From an optimization exercise on the open Yosys and OpenROAD flow, aimed at small area and a short achievable clock period; shortcuts taken in it are not production practice.
Function was checked by simulation only, so behaviour that the tests miss may differ from the original.
Power figures rest on the tool's default switching activity, not on a simulated workload.

==> flow/design.v <==
module ram_sdp_be_bit_next (
    input  logic q,
    input  logic d,
    input  logic sel,
    input  logic sel_n,
    output logic nxt
);
    assign nxt = (q & sel_n) | (d & sel);
endmodule
module ram_sdp_be_rd_aoi #(
    parameter int N = 3
) (
    input  logic [N-1:0] d,
    input  logic [N-1:0] sel,
    output logic         y_n
);
    assign y_n = !(|(d & sel));
endmodule
module ram_sdp_be_nand4 (
    input  logic [3:0] a,
    output logic       y
);
    assign y = !(&a);
endmodule
module ram_sdp_be_nor2 (
    input  logic [1:0] a,
    output logic       y
);
    assign y = !(|a);
endmodule
module ram_sdp_be_oai21 (
    input  logic [1:0] a,
    input  logic       b,
    output logic       y
);
    assign y = !((|a) && b);
endmodule
module ram_sdp_be_nand3 (
    input  logic [2:0] a,
    output logic       y
);
    assign y = !(&a);
endmodule
module ram_sdp_be_nand2 (
    input  logic [1:0] a,
    output logic       y
);
    assign y = !(&a);
endmodule
module ram_sdp_be #(
    parameter int DATA_WIDTH = 32,
    parameter int ADDR_WIDTH = 6
) (
    input  logic                      clk,
    input  logic                      rst_n,
    input  logic                      we,
    input  logic [ADDR_WIDTH-1:0]     waddr,
    input  logic [DATA_WIDTH-1:0]     wdata,
    input  logic [DATA_WIDTH/8-1:0]   wbe,
    input  logic                      re,
    input  logic [ADDR_WIDTH-1:0]     raddr,
    output logic [DATA_WIDTH-1:0]     rdata,
    output logic                      rvalid,
    input  logic                      perr_inject,
    output logic [DATA_WIDTH/8-1:0]   rd_perr
);
    localparam int NB    = DATA_WIDTH / 8;
    localparam int DEPTH = 2 ** ADDR_WIDTH;
    localparam int BW    = 9;       
    generate
        if (DATA_WIDTH % 8 != 0) begin : g_bad_width
            $error("ram_sdp_be: DATA_WIDTH must be a multiple of 8");
        end
        if (ADDR_WIDTH != 6) begin : g_bad_depth
            $error("ram_sdp_be: the read tree is built for ADDR_WIDTH 6");
        end
    endgenerate
    logic [BW-1:0] wr_lane [NB];
    always_comb begin
        for (int i = 0; i < NB; i++) begin
            wr_lane[i][7:0] = wdata[8*i +: 8];
            wr_lane[i][8]   = (^wdata[8*i +: 8]) ^ perr_inject;
        end
    end
    logic [BW-1:0] mem [DEPTH][NB];
    for (genvar w = 0; w < DEPTH; w++) begin : g_word
        logic wsel;
        assign wsel = rst_n && we && (waddr == ADDR_WIDTH'(w));
        for (genvar i = 0; i < NB; i++) begin : g_lane
            logic          sel;
            logic [BW-1:0] q, nxt;
            assign sel = wsel && wbe[i];
            for (genvar b = 0; b < BW; b++) begin : g_bit
                ram_sdp_be_bit_next u_next (
                    .q    (q[b]),
                    .d    (wr_lane[i][b]),
                    .sel  (sel),
                    .sel_n(!sel),
                    .nxt  (nxt[b])
                );
            end
            always_ff @(posedge clk) begin
                q <= nxt;
            end
            assign mem[w][i] = q;
        end
    end
    logic [DEPTH-1:0] rsel;
    logic [NB-1:0]    fwd;
    logic [BW-1:0]    rd_lane [NB];
    always_comb begin
        for (int w = 0; w < DEPTH; w++) begin
            rsel[w] = (raddr == ADDR_WIDTH'(w));
        end
        for (int i = 0; i < NB; i++) begin
            fwd[i] = we && wbe[i] && (waddr == raddr);
        end
    end
    for (genvar i = 0; i < NB; i++) begin : g_rd_lane
        for (genvar b = 0; b < BW; b++) begin : g_rd_bit
            logic [DEPTH-1:0] col;
            for (genvar w = 0; w < DEPTH; w++) begin : g_col
                assign col[w] = mem[w][i][b];
            end
            localparam int NG = (DEPTH + 2) / 3;
            logic [NG-1:0] grp_n;
            for (genvar g = 0; g < NG; g++) begin : g_grp
                localparam int LO = 3 * g;
                localparam int N  = (DEPTH - LO < 3) ? DEPTH - LO : 3;
                ram_sdp_be_rd_aoi #(.N(N)) u_aoi (
                    .d  (col[LO +: N]),
                    .sel(rsel[LO +: N]),
                    .y_n(grp_n[g])
                );
            end
            logic [5:0] l2;
            logic [2:0] l3_n;
            for (genvar k = 0; k < 5; k++) begin : g_l2
                ram_sdp_be_nand4 u_nand (.a(grp_n[4*k +: 4]), .y(l2[k]));
            end
            ram_sdp_be_nand2 u_nand_l2 (.a(grp_n[21:20]), .y(l2[5]));
            if (b < 8) begin : g_data
                logic byp_n;
                for (genvar k = 0; k < 3; k++) begin : g_l3
                    ram_sdp_be_oai21 u_oai (.a(l2[2*k +: 2]), .b(!fwd[i]), .y(l3_n[k]));
                end
                ram_sdp_be_nand2 u_byp (.a({fwd[i], wdata[8*i+b]}), .y(byp_n));
                ram_sdp_be_nand4 u_nand_l4 (.a({byp_n, l3_n}), .y(rd_lane[i][b]));
            end else begin : g_par
                for (genvar k = 0; k < 3; k++) begin : g_l3
                    ram_sdp_be_nor2 u_nor (.a(l2[2*k +: 2]), .y(l3_n[k]));
                end
                ram_sdp_be_nand3 u_nand_l4 (.a(l3_n), .y(rd_lane[i][b]));
            end
        end
    end
    logic [NB*BW-1:0]      s1_word;
    logic [NB-1:0]         s1_fwd;
    logic                  s1_valid;
    always_ff @(posedge clk) begin
        s1_valid <= rst_n && re;
        for (int i = 0; i < NB; i++) begin
            s1_word[BW*i +: BW] <= rd_lane[i];
            s1_fwd[i]           <= fwd[i];
        end
    end
    always_ff @(posedge clk) begin
        rvalid <= rst_n && s1_valid;
        for (int i = 0; i < NB; i++) begin
            rdata[8*i +: 8] <= s1_word[BW*i +: 8];
            rd_perr[i]      <= !s1_fwd[i] && (^s1_word[BW*i +: BW]);
        end
    end
endmodule
module ram_sdp_be_top (
    input  logic        clk,
    input  logic        rst_n,
    input  logic        we,
    input  logic [5:0]  waddr,
    input  logic [31:0] wdata,
    input  logic [3:0]  wbe,
    input  logic        re,
    input  logic [5:0]  raddr,
    output logic [31:0] rdata,
    output logic        rvalid,
    input  logic        perr_inject,
    output logic [3:0]  rd_perr
);
    ram_sdp_be #(
        .DATA_WIDTH(32),
        .ADDR_WIDTH(6)
    ) u_ram (
        .clk        (clk),
        .rst_n      (rst_n),
        .we         (we),
        .waddr      (waddr),
        .wdata      (wdata),
        .wbe        (wbe),
        .re         (re),
        .raddr      (raddr),
        .rdata      (rdata),
        .rvalid     (rvalid),
        .perr_inject(perr_inject),
        .rd_perr    (rd_perr)
    );
endmodule
==> flow/config.mk <==
export PLATFORM = sky130hd
export DESIGN_NAME = ram_sdp_be_top
export DESIGN_NICKNAME = ram_sdp_be_top
export VERILOG_FILES = /design/flow/design.v
export SDC_FILE = /design/flow/constraint.sdc
export NUM_CORES = 4
export LEC_CHECK = 0
export CAP_MARGIN = 20
export CORE_MARGIN = 2
export CORE_UTILIZATION = 45
export CTS_BUF_LIST = sky130_fd_sc_hd__clkbuf_16
export CTS_CLUSTER_DIAMETER = 80
export CTS_CLUSTER_SIZE = 24
export SETUP_SLACK_MARGIN = 2.5
export SLEW_MARGIN = 20
export SYNTH_HIERARCHICAL = 1
==> flow/constraint.sdc <==
create_clock -name core_clock -period 5.0 [get_ports {clk}]
set_input_delay 1.0000 -clock core_clock [delete_from_list [all_inputs] [get_ports {clk}]]
set_output_delay 1.0000 -clock core_clock [all_outputs]
set_load 0.01 [all_outputs]
run.sh (not shown) runs the stock make flow with config.mk's settings and CLKGATE_MAP_FILE= SYNTH_SCRIPT=/design/flow/synth_recipe.tcl, a recipe that flattens the netlist after the stock synthesis.
==> next run, changes <==
--- a/flow/design.v
+++ b/flow/design.v
@@ -20,28 +20,15 @@
     input  logic [3:0] a,
     output logic       y
 );
     assign y = !(&a);
 endmodule
-module ram_sdp_be_nor2 (
-    input  logic [1:0] a,
+module ram_sdp_be_nor3 (
+    input  logic [2:0] a,
     output logic       y
 );
     assign y = !(|a);
-endmodule
-module ram_sdp_be_oai21 (
-    input  logic [1:0] a,
-    input  logic       b,
-    output logic       y
-);
-    assign y = !((|a) && b);
-endmodule
-module ram_sdp_be_nand3 (
-    input  logic [2:0] a,
-    output logic       y
-);
-    assign y = !(&a);
 endmodule
 module ram_sdp_be_nand2 (
     input  logic [1:0] a,
     output logic       y
 );
@@ -104,18 +91,14 @@
             end
             assign mem[w][i] = q;
         end
     end
     logic [DEPTH-1:0] rsel;
-    logic [NB-1:0]    fwd;
     logic [BW-1:0]    rd_lane [NB];
     always_comb begin
         for (int w = 0; w < DEPTH; w++) begin
             rsel[w] = (raddr == ADDR_WIDTH'(w));
-        end
-        for (int i = 0; i < NB; i++) begin
-            fwd[i] = we && wbe[i] && (waddr == raddr);
         end
     end
     for (genvar i = 0; i < NB; i++) begin : g_rd_lane
         for (genvar b = 0; b < BW; b++) begin : g_rd_bit
             logic [DEPTH-1:0] col;
@@ -132,45 +115,37 @@
                     .sel(rsel[LO +: N]),
                     .y_n(grp_n[g])
                 );
             end
             logic [5:0] l2;
-            logic [2:0] l3_n;
+            logic [1:0] l3_n;
             for (genvar k = 0; k < 5; k++) begin : g_l2
                 ram_sdp_be_nand4 u_nand (.a(grp_n[4*k +: 4]), .y(l2[k]));
             end
             ram_sdp_be_nand2 u_nand_l2 (.a(grp_n[21:20]), .y(l2[5]));
-            if (b < 8) begin : g_data
-                logic byp_n;
-                for (genvar k = 0; k < 3; k++) begin : g_l3
-                    ram_sdp_be_oai21 u_oai (.a(l2[2*k +: 2]), .b(!fwd[i]), .y(l3_n[k]));
-                end
-                ram_sdp_be_nand2 u_byp (.a({fwd[i], wdata[8*i+b]}), .y(byp_n));
-                ram_sdp_be_nand4 u_nand_l4 (.a({byp_n, l3_n}), .y(rd_lane[i][b]));
-            end else begin : g_par
-                for (genvar k = 0; k < 3; k++) begin : g_l3
-                    ram_sdp_be_nor2 u_nor (.a(l2[2*k +: 2]), .y(l3_n[k]));
-                end
-                ram_sdp_be_nand3 u_nand_l4 (.a(l3_n), .y(rd_lane[i][b]));
-            end
+            ram_sdp_be_nor3 u_nor_a (.a(l2[2:0]), .y(l3_n[0]));
+            ram_sdp_be_nor3 u_nor_b (.a(l2[5:3]), .y(l3_n[1]));
+            ram_sdp_be_nand2 u_nand_l4 (.a(l3_n), .y(rd_lane[i][b]));
         end
     end
-    logic [NB*BW-1:0]      s1_word;
+    logic [NB*BW-1:0]      s1_old;
+    logic [DATA_WIDTH-1:0] s1_wdata;
     logic [NB-1:0]         s1_fwd;
     logic                  s1_valid;
     always_ff @(posedge clk) begin
+        s1_wdata <= wdata;
         s1_valid <= rst_n && re;
         for (int i = 0; i < NB; i++) begin
-            s1_word[BW*i +: BW] <= rd_lane[i];
-            s1_fwd[i]           <= fwd[i];
+            s1_old[BW*i +: BW] <= rd_lane[i];
+            s1_fwd[i] <= we && wbe[i] && (waddr == raddr);
         end
     end
     always_ff @(posedge clk) begin
         rvalid <= rst_n && s1_valid;
         for (int i = 0; i < NB; i++) begin
-            rdata[8*i +: 8] <= s1_word[BW*i +: 8];
-            rd_perr[i]      <= !s1_fwd[i] && (^s1_word[BW*i +: BW]);
+            rdata[8*i +: 8] <= s1_fwd[i] ? s1_wdata[8*i +: 8] : s1_old[BW*i +: 8];
+            rd_perr[i]      <= !s1_fwd[i] && (^s1_old[BW*i +: BW]);
         end
     end
 endmodule
 module ram_sdp_be_top (
     input  logic        clk,
Outcome:
- total power falls slightly
- cell count grows slightly
- worst hold slack gains 51 ps
- clock power went down by a few percent
- count of clock-buffer cells in the layout came out lower by 12
- wire length is about the same
- register-to-register slack degrades by 50 ps
- via count stays flat
- flip-flop and latch count climbs by 32
- final area came out higher slightly
- area after synthesis increases slightly
- utilization came out lower by 0.18 points
- sequential power is about the same

afterwards: timing with drivers on the ports:
How much do the figures lean on ideal ports? The routed layouts below were timed once more, with nothing changed but the port constraints. Step 1 assumes that a clkbuf_16 drives the clock port and a buf_2 every other input. Step 2, shift: input delay + t, output delay - t, t = (earliest + latest rising clock arrival at the registers) / 2. This alone moves slack from input paths to output paths. Slacks: ideal / step 1 / step 2; pairs: ideal / step 1.
run	t (ns)	slack for setup (ns)	hold WS [ns]	pins driven straight from the clock port
the first run	0.901	2.284 / 2.310 / 1.409	0.387 / 0.387 / 0.387	1
the second run	0.901	2.264 / 2.192 / 1.290	0.438 / 0.393 / 0.438	1
After both steps every run listed still meets setup and hold. The setup slack of the second run, which loses most, moves by -0.072 ns with the drivers and by -0.974 ns with both steps.
